Source: an optimization exercise on an open RTL-to-GDS flow (aim: small area, a short achievable clock period and few clock cycles). Production flows keep margins and buffers that such runs may drop. RTL that was checked went through simulation tests only; none was proved equivalent to the original.

==> inputs of build 84 <==
// raster_top
module raster_top (
    input  logic                clk_i,
    input  logic                nrst_i,
    input  raster_pkg::addr_t   s_awaddr_i,
    input  logic                s_awvalid_i,
    output logic                s_awready_o,
    input  logic [31:0]         s_wdata_i,
    input  logic                s_wvalid_i,
    output logic                s_wready_o,
    output logic                s_bvalid_o,
    input  logic                s_bready_i,
    input  raster_pkg::addr_t   s_araddr_i,
    input  logic                s_arvalid_i,
    output logic                s_arready_o,
    output logic [31:0]         s_rdata_o,
    output logic                s_rvalid_o,
    input  logic                s_rready_i
);
    function automatic logic [47:0] rca48(input logic [47:0] a, input logic [47:0] b, input logic ci);
        logic c;
        c = ci;
        for (int i = 0; i < 48; i++) begin
            rca48[i] = a[i] ^ b[i] ^ c;
            c = (a[i] & b[i]) | (a[i] & c) | (b[i] & c);
        end
    endfunction
    function automatic logic [32:0] rca33(input logic [32:0] a, input logic [32:0] b, input logic ci);
        logic c;
        c = ci;
        for (int i = 0; i < 33; i++) begin
            rca33[i] = a[i] ^ b[i] ^ c;
            c = (a[i] & b[i]) | (a[i] & c) | (b[i] & c);
        end
    endfunction
  ...
==> flow/config.mk <==
export PLATFORM = sky130hd
export DESIGN_NAME = raster_top
export DESIGN_NICKNAME = raster_top
export VERILOG_FILES = /design/flow/design.v
export SDC_FILE = /design/flow/constraint.sdc
export NUM_CORES = 8
export LEC_CHECK = 0
export ABC_AREA = 1
export ABC_CLOCK_PERIOD_IN_PS = 40000
export CAP_MARGIN = 20
export CELL_PAD_IN_SITES_DETAIL_PLACEMENT = 1
export CELL_PAD_IN_SITES_GLOBAL_PLACEMENT = 2
export CORE_MARGIN = 2
export CORE_UTILIZATION = 35
export GPL_ROUTABILITY_DRIVEN = 1
export SLEW_MARGIN = 20
==> flow/constraint.sdc <==
create_clock -name core_clock -period 220.0 [get_ports {clk_i}]
set_input_delay 44.0000 -clock core_clock [delete_from_list [all_inputs] [get_ports {clk_i}]]
set_output_delay 44.0000 -clock core_clock [all_outputs]
set_load 0.01 [all_outputs]
standard.sh (not shown) runs the stock make flow with config.mk's settings and CLKGATE_MAP_FILE= SYNTH_SCRIPT=/design/flow/synth_recipe.tcl, a recipe that flattens the netlist after the stock synthesis.
==> flow/flow/run.sh <==
#!/bin/bash
# Own flow: the standard layout (standard.sh, unchanged synthesis) with
# two changes: port buffers are buf_2 instead of the default delay buffer,
# and the timing repair steps improve every path whose slack is below the
# margin, so the paths from the inputs and to the outputs get sized too.
set -o pipefail
export BUFFER_PORTS_ARGS="-buffer_cell sky130_fd_sc_hd__buf_2"
export SETUP_SLACK_MARGIN=174.8
bash standard.sh > standard.log 2>&1
==> trial 78: changes against build 84 <==
--- a/flow/design.v
+++ b/flow/design.v
@@ -80,26 +80,32 @@
     logic [3:0]  rpaddr_q;
     logic [31:0] rdata_q;
     logic        start_q, pop_q, vwr_q;
     logic        busy_q, culled_q, fast_q, fresh_q, cdone_q, cullr_q;
     logic        walk_q, tval_q, krdy_q, tdrdy_q;
     logic [3:0]  cnt_q, skip_q;
     logic        headv_q;
-    logic [3:0]  pcnt_q;
+    logic [5:0]  pcnt_q;
+    logic        cpv_q;           
+    logic [8:0]  cx_q, cy_q;
+    logic [17:0] pp_q;            
+    logic        ppv_q;
+    logic [2:0]  qrp_q, nq_q;     
     logic [8:0]  sx_q, sy_q, hx_q, hy_q;
     logic [47:0] t0_q, t1_q, td1_q;
     logic [37:0] k1_q, k3_q;
     logic [42:0] td0_q;
     logic [31:0] hl0_q, hl1_q;
     localparam logic [4:0] Q_IDLE = 5'd0,  Q_DET1 = 5'd1,  Q_DET2 = 5'd2,  Q_CCHK = 5'd3,
                            Q_S1   = 5'd4,  Q_S2   = 5'd5,  Q_S3   = 5'd6,  Q_SCHK = 5'd7,
                            Q_E0A  = 5'd8,  Q_E0B  = 5'd9,  Q_E1A  = 5'd10, Q_E1B  = 5'd11,
                            Q_WAITR = 5'd12, Q_T0P = 5'd13, Q_T1P  = 5'd14, Q_K1P  = 5'd15,
                            Q_K3P  = 5'd16, Q_D0A  = 5'd17, Q_D0B  = 5'd18, Q_TD0P = 5'd19,
-                           Q_D1A  = 5'd20, Q_D1B  = 5'd21, Q_TD1P = 5'd22, Q_DONE = 5'd23;
+                           Q_D1A  = 5'd20, Q_D1B  = 5'd21, Q_TD1P = 5'd22, Q_DONE = 5'd23,
+                           Q_POS  = 5'd24;
     logic [4:0]  seq_q;
     logic        rc_q;           
     logic        first_q;        
     logic [1:0]  chunk_q;
     logic [47:0] acc_q;
     localparam logic [1:0] D_IDLE = 2'd0, D_ITER = 2'd1, D_NEG = 2'd2, D_RDY = 2'd3;
     logic [1:0]  dst_q;
@@ -159,14 +165,15 @@
             Q_K3P:  begin asel = 4'd2; bsel = 4'd7; vsel = 3'd0; end   
             Q_D0A:  begin asel = 4'd1; bsel = 4'd9; vsel = 3'd0; end   
             Q_D0B:  begin asel = 4'd0; bsel = 4'd8; vsel = 3'd4; end   
             Q_TD0P: begin asel = 4'd7; bsel = 4'd7; vsel = 3'd0; end   
             Q_D1A:  begin asel = 4'd3; bsel = 4'd9; vsel = 3'd0; end   
             Q_D1B:  begin asel = 4'd2; bsel = 4'd8; vsel = 3'd4; end   
             Q_TD1P: begin asel = 4'd8; bsel = 4'd7; vsel = 3'd0; end   
+            Q_POS:  begin asel = 4'd9; bsel = wslot[0] ? 4'd10 : 4'd9; vsel = 3'd0; end   
             default: prod = 1'b0;
         endcase
     end
     logic [31:0] ap, aq;
     always_comb begin
         ap = vy1; aq = vy2;
         case (asel)
@@ -182,14 +189,15 @@
     assign adiff = rca32(ap, ~aq, 1'b1);
     always_comb begin
         case (asel)
             4'd5: opa = t0_q[47:16];
             4'd6: opa = t1_q[47:16];
             4'd7: opa = td0_q[31:0];
             4'd8: opa = td1_q[31:0];
+            4'd9: opa = {14'd0, pp_q};
             default: opa = adiff;
         endcase
     end
     logic [31:0] bp, bq;
     logic        bsub;
     always_comb begin
         bp = vx0; bq = vx2; bsub = 1'b1;
@@ -209,14 +217,15 @@
     assign bsum = rca32(bp, bsub ? ~bq : bq, bsub);
     assign bwd = {1'b0, bx0} - {1'b0, bx1};
     always_comb begin
         case (bsel)
             4'd7: opb = r_q;
             4'd8: opb = {{22{bwd[9]}}, bwd};
             4'd9: opb = 32'd1;
+            4'd10: opb = 32'h0004_0000;
             default: opb = bsum;
         endcase
     end
     always_comb begin
         opv = (vsel != 3'd0) ? td1_q : 48'd0;
     end
     logic        nz1, nz2, nz3;
@@ -316,22 +325,45 @@
     assign move_ok = at_end || !fast_q || !at_xend || tdrdy_q;
     assign cnt_e = cnt_q - {3'd0, pop_q};
     assign hv_e = headv_q && !pop_q;
     assign isnew = cov && (skip_q == 4'd0);
     assign full = isnew && (cnt_e == 4'd8);
     assign rel = {1'b0, cnt_e} - {1'b0, skip_q};
     assign proc = evalp && !full;
-    assign park = cov && (rel == 5'd1) && hv_e && (pcnt_q != 4'd15);
+    assign park = cov && (rel == 5'd1) && hv_e && (pcnt_q != 6'd63);
     assign adv = proc && !park && move_ok;
     assign inc = proc && isnew;
     assign cap_h = proc && cov && (rel == 5'd0) && !hv_e;
     assign cnt_n = cnt_e + {3'd0, inc};
     assign skip_d = skip_q + {3'd0, inc} - {3'd0, adv && cov};
     assign rel_n = {1'b0, cnt_n} - {1'b0, skip_d};
-    assign rewind = pop_q && headv_q && !cap_h && !rel_n[4] && (rel_n != 5'd0);
+    logic        push, at_c, rw_fast, rw_slow, qtake, pcancel;
+    logic [2:0]  wslot, qnext;
+    logic [3:0]  wsum;
+    logic [17:0] qold;
+    assign push = !fast_q && inc && (rel != 5'd0) && (rel != 5'd1);
+    assign at_c = proc && cov && (rel == 5'd1);
+    assign wsum = {1'b0, qrp_q} + {1'b0, nq_q};
+    assign wslot = (wsum >= 4'd6) ? wsum[2:0] - 3'd6 : wsum[2:0];
+    assign qnext = (qrp_q == 3'd5) ? 3'd0 : qrp_q + 3'd1;
+    always_comb begin
+        case (qrp_q)
+            3'd0: qold = k1_q[17:0];
+            3'd1: qold = k1_q[35:18];
+            3'd2: qold = k3_q[17:0];
+            3'd3: qold = k3_q[35:18];
+            3'd4: qold = td0_q[17:0];
+            default: qold = td0_q[35:18];
+        endcase
+    end
+    assign qtake = pop_q && !fast_q && (nq_q != 3'd0);                
+    assign pcancel = pop_q && !fast_q && (nq_q == 3'd0) && ppv_q;      
+    assign rw_fast = fast_q && pop_q && headv_q && !cap_h && !rel_n[4] && (rel_n != 5'd0);
+    assign rw_slow = !fast_q && pop_q && !cap_h && (cnt_n != 4'd0);
+    assign rewind = rw_fast || rw_slow;
     logic        tstep;
     logic [47:0] t0_step, t1_step;
     assign tstep = adv && !at_end && fast_q;
     assign t0_step = rca48(t0_q, !tstep ? 48'd0 : at_xend ? {{5{td0_q[42]}}, td0_q} : {{10{k1_q[37]}}, k1_q}, 1'b0);
     assign t1_step = rca48(t1_q, !tstep ? 48'd0 : at_xend ? td1_q : {{10{k3_q[37]}}, k3_q}, 1'b0);
     logic wr, rd, head_wait;
     logic [31:0] rmux, fmux;
@@ -446,15 +478,19 @@
             walk_q <= 1'b0;
             tval_q <= 1'b0;
             krdy_q <= 1'b0;
             tdrdy_q <= 1'b0;
             cnt_q <= 4'd0;
             skip_q <= 4'd0;
             headv_q <= 1'b0;
-            pcnt_q <= 4'd0;
+            pcnt_q <= 6'd0;
+            cpv_q <= 1'b0;
+            ppv_q <= 1'b0;
+            qrp_q <= 3'd0;
+            nq_q <= 3'd0;
             seq_q <= Q_IDLE;
             rc_q <= 1'b0;
             first_q <= 1'b1;
             chunk_q <= 2'd0;
             dst_q <= D_IDLE;
         end else begin
             if (prod) begin
@@ -483,23 +519,25 @@
                     krdy_q <= 1'b1;
                     seq_q <= Q_D0A;
                 end
                 Q_TD1P: if (pdone) begin
                     tdrdy_q <= 1'b1;
                     seq_q <= Q_DONE;
                 end
-                Q_DONE: if (walk_q && !tval_q && !rewind) begin
+                Q_POS: if (pdone) seq_q <= Q_DONE;
+                Q_DONE: if (ppv_q && !pcancel) seq_q <= Q_POS;
+                else if (walk_q && !tval_q && !rewind) begin
                     seq_q <= Q_E0A;
                     rc_q <= 1'b1;
                     if (fast_q) tdrdy_q <= 1'b0;
                 end
                 Q_IDLE: ;
                 default: if (pdone) seq_q <= seq_q + 5'd1;
             endcase
-            if (rewind && rc_q && seq_q != Q_IDLE) begin
+            if ((rewind && rc_q && seq_q != Q_IDLE && seq_q != Q_POS) || (pcancel && seq_q == Q_POS)) begin
                 seq_q <= Q_DONE;
                 first_q <= 1'b1;
             end
             if (cull_ev) begin
                 cdone_q <= 1'b1;
                 cullr_q <= cull_now;
             end
@@ -509,18 +547,25 @@
                 D_NEG: dst_q <= D_RDY;
                 default: ;
             endcase
             cnt_q <= cnt_n;
             if (cap_h) headv_q <= 1'b1;
             else if (pop_q) headv_q <= 1'b0;
             if (evalp && park) begin
-                if (pcnt_q != 4'd15) pcnt_q <= pcnt_q + 4'd1;
-            end else pcnt_q <= 4'd0;
+                if (pcnt_q != 6'd63) pcnt_q <= pcnt_q + 6'd1;
+            end else pcnt_q <= 6'd0;
+            if (at_c) cpv_q <= 1'b1;
+            else if (pop_q) cpv_q <= qtake || pcancel;
+            if (push) ppv_q <= 1'b1;
+            else if (pcancel || (seq_q == Q_POS && pdone)) ppv_q <= 1'b0;
+            if (qtake) qrp_q <= qnext;
+            if (qtake && !(seq_q == Q_POS && pdone)) nq_q <= nq_q - 3'd1;
+            else if (!qtake && seq_q == Q_POS && pdone) nq_q <= nq_q + 3'd1;
             if (rewind) begin
-                skip_q <= cnt_n + 4'd1;
+                skip_q <= cpv_q ? cnt_n : cnt_n + 4'd1;
                 walk_q <= 1'b1;
                 tval_q <= 1'b0;        
             end else begin
                 skip_q <= skip_d;
                 if (adv) begin
                     if (at_end) begin
                         walk_q <= 1'b0;
@@ -546,40 +591,65 @@
                 fresh_q <= 1'b1;
                 walk_q <= 1'b0;
             end
             if (go) begin
                 fresh_q <= 1'b0;
                 cnt_q <= 4'd0;
                 skip_q <= 4'd0;
+                cpv_q <= 1'b0;
+                ppv_q <= 1'b0;
+                qrp_q <= 3'd0;
+                nq_q <= 3'd0;
                 headv_q <= 1'b0;
                 if (fresh_q && ((cdone_q && cullr_q) || (cull_ev && cull_now))) begin
                     busy_q <= 1'b0;
                     culled_q <= 1'b1;
                     walk_q <= 1'b0;
                 end else begin
                     busy_q <= 1'b1;
                     culled_q <= 1'b0;
                     walk_q <= 1'b1;
                 end
             end
         end
     end
     always_ff @(posedge clk_i) begin
+        acc_q <= acc_n;         
         t0_q <= (pdone && (seq_q == Q_E0B || seq_q == Q_T0P)) ? acc_n : t0_step;
         t1_q <= (pdone && (seq_q == Q_E1B || seq_q == Q_T1P)) ? acc_n : t1_step;
     end
     always_ff @(posedge clk_i) begin
         if (restart) begin
             sx_q <= bx0;
             sy_q <= by0;
         end else begin
-            acc_q <= acc_n;         
+            if (at_c) begin
+                cx_q <= sx_q;
+                cy_q <= sy_q;
+            end else if (qtake) begin
+                cx_q <= qold[17:9];
+                cy_q <= qold[8:0];
+            end else if (pcancel) begin
+                cx_q <= pp_q[17:9];
+                cy_q <= pp_q[8:0];
+            end
+            if (push) pp_q <= {sx_q, sy_q};
+            if (seq_q == Q_POS && pdone) begin
+                case (wslot)
+                    3'd0: k1_q[17:0] <= acc_n[17:0];
+                    3'd1: k1_q[35:18] <= acc_n[35:18];
+                    3'd2: k3_q[17:0] <= acc_n[17:0];
+                    3'd3: k3_q[35:18] <= acc_n[35:18];
+                    3'd4: td0_q[17:0] <= acc_n[17:0];
+                    default: td0_q[35:18] <= acc_n[35:18];
+                endcase
+            end
             if (rewind) begin
-                sx_q <= hx_q;
-                sy_q <= hy_q;
+                sx_q <= cpv_q ? cx_q : hx_q;
+                sy_q <= cpv_q ? cy_q : hy_q;
             end else begin
                 if (adv && !at_end) begin
                     if (at_xend) begin
                         sx_q <= bx0;
                         sy_q <= sy_q + 9'd1;
                     end else sx_q <= sx_q + 9'd1;
                 end
Settings changed: CTS_CLUSTER_DIAMETER set to 150, CTS_CLUSTER_SIZE set to 20.
==> trial 19: changes against build 84 <==
--- a/flow/design.v
+++ b/flow/design.v
@@ -82,17 +82,15 @@
     logic        start_q, pop_q, vwr_q;
     logic        busy_q, culled_q, fast_q, fresh_q, cdone_q, cullr_q;
     logic        walk_q, tval_q, krdy_q, tdrdy_q;
     logic [3:0]  cnt_q, skip_q;
     logic        headv_q;
     logic [3:0]  pcnt_q;
     logic [8:0]  sx_q, sy_q, hx_q, hy_q;
-    logic [47:0] t0_q, t1_q, td1_q;
-    logic [37:0] k1_q, k3_q;
-    logic [42:0] td0_q;
+    logic [47:0] t0_q, t1_q, k1_q, k3_q, td0_q, td1_q;
     logic [31:0] hl0_q, hl1_q;
     localparam logic [4:0] Q_IDLE = 5'd0,  Q_DET1 = 5'd1,  Q_DET2 = 5'd2,  Q_CCHK = 5'd3,
                            Q_S1   = 5'd4,  Q_S2   = 5'd5,  Q_S3   = 5'd6,  Q_SCHK = 5'd7,
                            Q_E0A  = 5'd8,  Q_E0B  = 5'd9,  Q_E1A  = 5'd10, Q_E1B  = 5'd11,
                            Q_WAITR = 5'd12, Q_T0P = 5'd13, Q_T1P  = 5'd14, Q_K1P  = 5'd15,
                            Q_K3P  = 5'd16, Q_D0A  = 5'd17, Q_D0B  = 5'd18, Q_TD0P = 5'd19,
                            Q_D1A  = 5'd20, Q_D1B  = 5'd21, Q_TD1P = 5'd22, Q_DONE = 5'd23;
@@ -127,15 +125,15 @@
     endfunction
     assign bx0 = clampi(ixmin, 9'd319);
     assign bx1 = clampi(ixmax, 9'd319);
     assign by0 = clampi(iymin, 9'd239);
     assign by1 = clampi(iymax, 9'd239);
     assign xspan = rca17({ixmax[15], ixmax}, ~{ixmin[15], ixmin}, 1'b1);
     assign yspan = rca17({iymax[15], iymax}, ~{iymin[15], iymin}, 1'b1);
-    assign fast_c = (xspan < 17'd32) && (yspan < 17'd32) && !ixmax[15] && !iymax[15]
+    assign fast_c = (xspan < 17'd64) && (yspan < 17'd64) && !ixmax[15] && !iymax[15]
                     && (ixmin[15] || ixmin < 16'd320) && (iymin[15] || iymin < 16'd240);
     assign inrange = (vx0[31] == vx0[30]) && (vy0[31] == vy0[30]) && (vx1[31] == vx1[30])
                      && (vy1[31] == vy1[30]) && (vx2[31] == vx2[30]) && (vy2[31] == vy2[30]);
     logic        prod;           
     logic [3:0]  asel, bsel;
     logic [2:0]  vsel;
     logic [31:0] opa, opb;
@@ -324,31 +322,29 @@
     assign adv = proc && !park && move_ok;
     assign inc = proc && isnew;
     assign cap_h = proc && cov && (rel == 5'd0) && !hv_e;
     assign cnt_n = cnt_e + {3'd0, inc};
     assign skip_d = skip_q + {3'd0, inc} - {3'd0, adv && cov};
     assign rel_n = {1'b0, cnt_n} - {1'b0, skip_d};
     assign rewind = pop_q && headv_q && !cap_h && !rel_n[4] && (rel_n != 5'd0);
-    logic        tstep;
     logic [47:0] t0_step, t1_step;
-    assign tstep = adv && !at_end && fast_q;
-    assign t0_step = rca48(t0_q, !tstep ? 48'd0 : at_xend ? {{5{td0_q[42]}}, td0_q} : {{10{k1_q[37]}}, k1_q}, 1'b0);
-    assign t1_step = rca48(t1_q, !tstep ? 48'd0 : at_xend ? td1_q : {{10{k3_q[37]}}, k3_q}, 1'b0);
+    assign t0_step = rca48(t0_q, at_xend ? td0_q : k1_q, 1'b0);
+    assign t1_step = rca48(t1_q, at_xend ? td1_q : k3_q, 1'b0);
     logic wr, rd, head_wait;
     logic [31:0] rmux, fmux;
     logic [3:0]  ra;
-    logic arbsy_q, awrdy_q, arrdy_q;
+    logic awrdy_q, ardy_q;
     assign s_awready_o = awrdy_q;
     assign s_wready_o = awrdy_q;
-    assign s_arready_o = arrdy_q;
+    assign s_arready_o = ardy_q;
     assign s_bvalid_o = bvalid_q;
     assign s_rvalid_o = rvalid_q;
     assign s_rdata_o = rdata_q;
     assign wr = s_awvalid_i && s_wvalid_i && awrdy_q;
-    assign rd = s_arvalid_i && arrdy_q;
+    assign rd = s_arvalid_i && ardy_q;
     assign head_wait = (cnt_q != 4'd0) && !headv_q;
     logic [31:0] hl2;
     assign hl2 = rca32(~hl0_q, ~hl1_q, 1'b1) + 32'h0001_0001;
     logic [31:0] pos;
     assign pos = {(cnt_q != 4'd0), 6'd0, hy_q, 7'd0, hx_q};
     always_comb begin
         case (rpaddr_q)
@@ -378,47 +374,49 @@
     end
     logic pwait, rslow;
     assign pwait = (rpaddr_q[3:2] == 2'b10) && head_wait;
     assign rslow = (!ra[3] && (ra[2] || ra[1])) || (ra[3:2] == 2'b10 && head_wait);
     always_ff @(posedge clk_i or negedge nrst_i) begin
         if (!nrst_i) begin
             bvalid_q <= 1'b0;
+            awrdy_q <= 1'b1;
             rvalid_q <= 1'b0;
-            arbsy_q <= 1'b0;
-            awrdy_q <= 1'b0;
-            arrdy_q <= 1'b0;
+            ardy_q <= 1'b1;
             rpend_q <= 1'b0;
             start_q <= 1'b0;
             pop_q <= 1'b0;
             vwr_q <= 1'b0;
         end else begin
-            if (wr) bvalid_q <= 1'b1;
-            else if (s_bready_i) bvalid_q <= 1'b0;
-            awrdy_q <= !(wr || (bvalid_q && !s_bready_i));
-            arrdy_q <= !(rd || (arbsy_q && !(!rpend_q && rvalid_q && s_rready_i)));
+            if (wr) begin
+                bvalid_q <= 1'b1;
+                awrdy_q <= 1'b0;
+            end else if (bvalid_q && s_bready_i) begin
+                bvalid_q <= 1'b0;
+                awrdy_q <= 1'b1;
+            end
             start_q <= wr && (s_awaddr_i[5:2] == 4'd0) && s_wdata_i[0];
             pop_q <= wr && (s_awaddr_i[5:2] == 4'd12) && (cnt_q != 4'd0);
             vwr_q <= wr && !s_awaddr_i[5] && (s_awaddr_i[4] || s_awaddr_i[3]);
             if (rd) begin
-                arbsy_q <= 1'b1;
+                ardy_q <= 1'b0;
                 if (rslow) rpend_q <= 1'b1;
                 else rvalid_q <= 1'b1;
             end else if (rpend_q) begin
                 if (!pwait) begin
                     rpend_q <= 1'b0;
                     rvalid_q <= 1'b1;
                 end
             end else if (rvalid_q && s_rready_i) begin
                 rvalid_q <= 1'b0;
-                arbsy_q <= 1'b0;
+                ardy_q <= 1'b1;
             end
         end
     end
     always_ff @(posedge clk_i) begin
-        if (!arbsy_q) begin
+        if (ardy_q) begin
             rdata_q <= rmux;
             rpaddr_q <= ra;
         end else if (rpend_q && !pwait) rdata_q <= fmux;
         if (wr) begin
             case (s_awaddr_i[5:2])
                 4'd2: vx0 <= s_wdata_i;
                 4'd3: vy0 <= s_wdata_i;
@@ -465,15 +463,14 @@
                 end
             end
             case (seq_q)
                 Q_DET2: if (pdone) seq_q <= Q_CCHK;
                 Q_CCHK: begin
                     if (!inrange || amb) seq_q <= Q_S1;
                     else seq_q <= cull_fast ? Q_IDLE : Q_E0A;
-                    if (adet[31:16] == 16'd0) fast_q <= 1'b0;
                 end
                 Q_S3: if (pdone) seq_q <= Q_SCHK;
                 Q_SCHK: seq_q <= cull_now ? Q_IDLE : Q_E0A;
                 Q_E1B: if (pdone) seq_q <= (dst_q == D_RDY || rc_q) ? Q_T0P : Q_WAITR;
                 Q_WAITR: if (dst_q == D_RDY) seq_q <= Q_T0P;
                 Q_T1P: if (pdone) begin
                     tval_q <= 1'b1;
@@ -560,41 +557,48 @@
                     culled_q <= 1'b0;
                     walk_q <= 1'b1;
                 end
             end
         end
     end
     always_ff @(posedge clk_i) begin
-        t0_q <= (pdone && (seq_q == Q_E0B || seq_q == Q_T0P)) ? acc_n : t0_step;
-        t1_q <= (pdone && (seq_q == Q_E1B || seq_q == Q_T1P)) ? acc_n : t1_step;
-    end
-    always_ff @(posedge clk_i) begin
         if (restart) begin
             sx_q <= bx0;
             sy_q <= by0;
         end else begin
             acc_q <= acc_n;         
             if (rewind) begin
                 sx_q <= hx_q;
                 sy_q <= hy_q;
             end else begin
+                if (pdone) begin
+                    case (seq_q)
+                        Q_E0B, Q_T0P: t0_q <= acc_n;
+                        Q_E1B, Q_T1P: t1_q <= acc_n;
+                        default: ;
+                    endcase
+                end
                 if (adv && !at_end) begin
+                    if (fast_q) begin
+                        t0_q <= t0_step;
+                        t1_q <= t1_step;
+                    end
                     if (at_xend) begin
                         sx_q <= bx0;
                         sy_q <= sy_q + 9'd1;
                     end else sx_q <= sx_q + 9'd1;
                 end
             end
             if (pdone) begin
                 case (seq_q)
                     Q_DET1, Q_S1, Q_S2, Q_E0A, Q_E1A: td1_q <= acc_tr;
                     Q_D0A, Q_D1A, Q_D1B, Q_TD1P: td1_q <= acc_n;
-                    Q_D0B, Q_TD0P: td0_q <= acc_n[42:0];
-                    Q_K1P: k1_q <= acc_n[37:0];
-                    Q_K3P: k3_q <= acc_n[37:0];
+                    Q_D0B, Q_TD0P: td0_q <= acc_n;
+                    Q_K1P: k1_q <= acc_n;
+                    Q_K3P: k3_q <= acc_n;
                     default: ;
                 endcase
             end
             if (cap_h) begin
                 hx_q <= sx_q; hy_q <= sy_q;
                 hl0_q <= l0; hl1_q <= l1;
             end
==> flow/flow/run.sh (replaced) <==
#!/bin/bash
# Own flow: the standard layout with faster port buffers, and the timing
# repair asked to improve every path whose slack is under a larger margin.
set -o pipefail
export BUFFER_PORTS_ARGS="-buffer_cell sky130_fd_sc_hd__buf_2"
export SETUP_SLACK_MARGIN=174.6
bash standard.sh > standard.log 2>&1
==> build 45: changes against build 84 <==
--- a/flow/design.v
+++ b/flow/design.v
@@ -560,23 +560,23 @@
                     culled_q <= 1'b0;
                     walk_q <= 1'b1;
                 end
             end
         end
     end
     always_ff @(posedge clk_i) begin
+        acc_q <= acc_n;         
         t0_q <= (pdone && (seq_q == Q_E0B || seq_q == Q_T0P)) ? acc_n : t0_step;
         t1_q <= (pdone && (seq_q == Q_E1B || seq_q == Q_T1P)) ? acc_n : t1_step;
     end
     always_ff @(posedge clk_i) begin
         if (restart) begin
             sx_q <= bx0;
             sy_q <= by0;
         end else begin
-            acc_q <= acc_n;         
             if (rewind) begin
                 sx_q <= hx_q;
                 sy_q <= hy_q;
             end else begin
                 if (adv && !at_end) begin
                     if (at_xend) begin
                         sx_q <= bx0;
Settings changed: CTS_CLUSTER_DIAMETER set to 150, CTS_CLUSTER_SIZE set to 16.
==> comparison <==
The highest cell area belongs to trial 19, the lowest to build 45.
The highest wire length belongs to trial 78, the lowest to build 45.
Setup slack: trial 78 < build 45 < trial 19 < build 84.
Testbench counts of trial 78, summed over its fixed seeds: cycles 33,684.
Function not checked in build 84, trial 19 and build 45: the RTL went through the layout flow alone.

[what the ideal ports hide]
In the flow no input, the clock included, has a driving cell. The finished layouts below were timed again as built, in two steps. Step 1: set_driving_cell puts a clkbuf_16 on clk_i and a buf_2 on each other input, an assumption about the parent block. Step 2 moves the port delays by t, midway between the first and last clock arrival at a register: inputs arrive t later, outputs are due t later. That takes back most of the time a late clock gives input paths. a / b / c = ideal ports / drivers / drivers and shift; a / b = the first two.
run	t (ns)	setup WS [ns]	clock arrival spread, ns	pins driven straight from the clock port
build 84	0.834	174.680 / 174.630 / 173.917	0.047 / 0.048	1
trial 78	0.834	174.426 / 174.334 / 174.058	0.064 / 0.063	1
trial 19	0.845	174.527 / 174.431 / 173.849	0.042 / 0.041	1
build 45	0.800	174.470 / 174.385 / 173.933	0.080 / 0.080	1
After both steps every run listed still meets setup and hold. For build 84, which loses most, drivers alone change the setup slack by -0.050 ns; drivers and shift together by -0.763 ns.
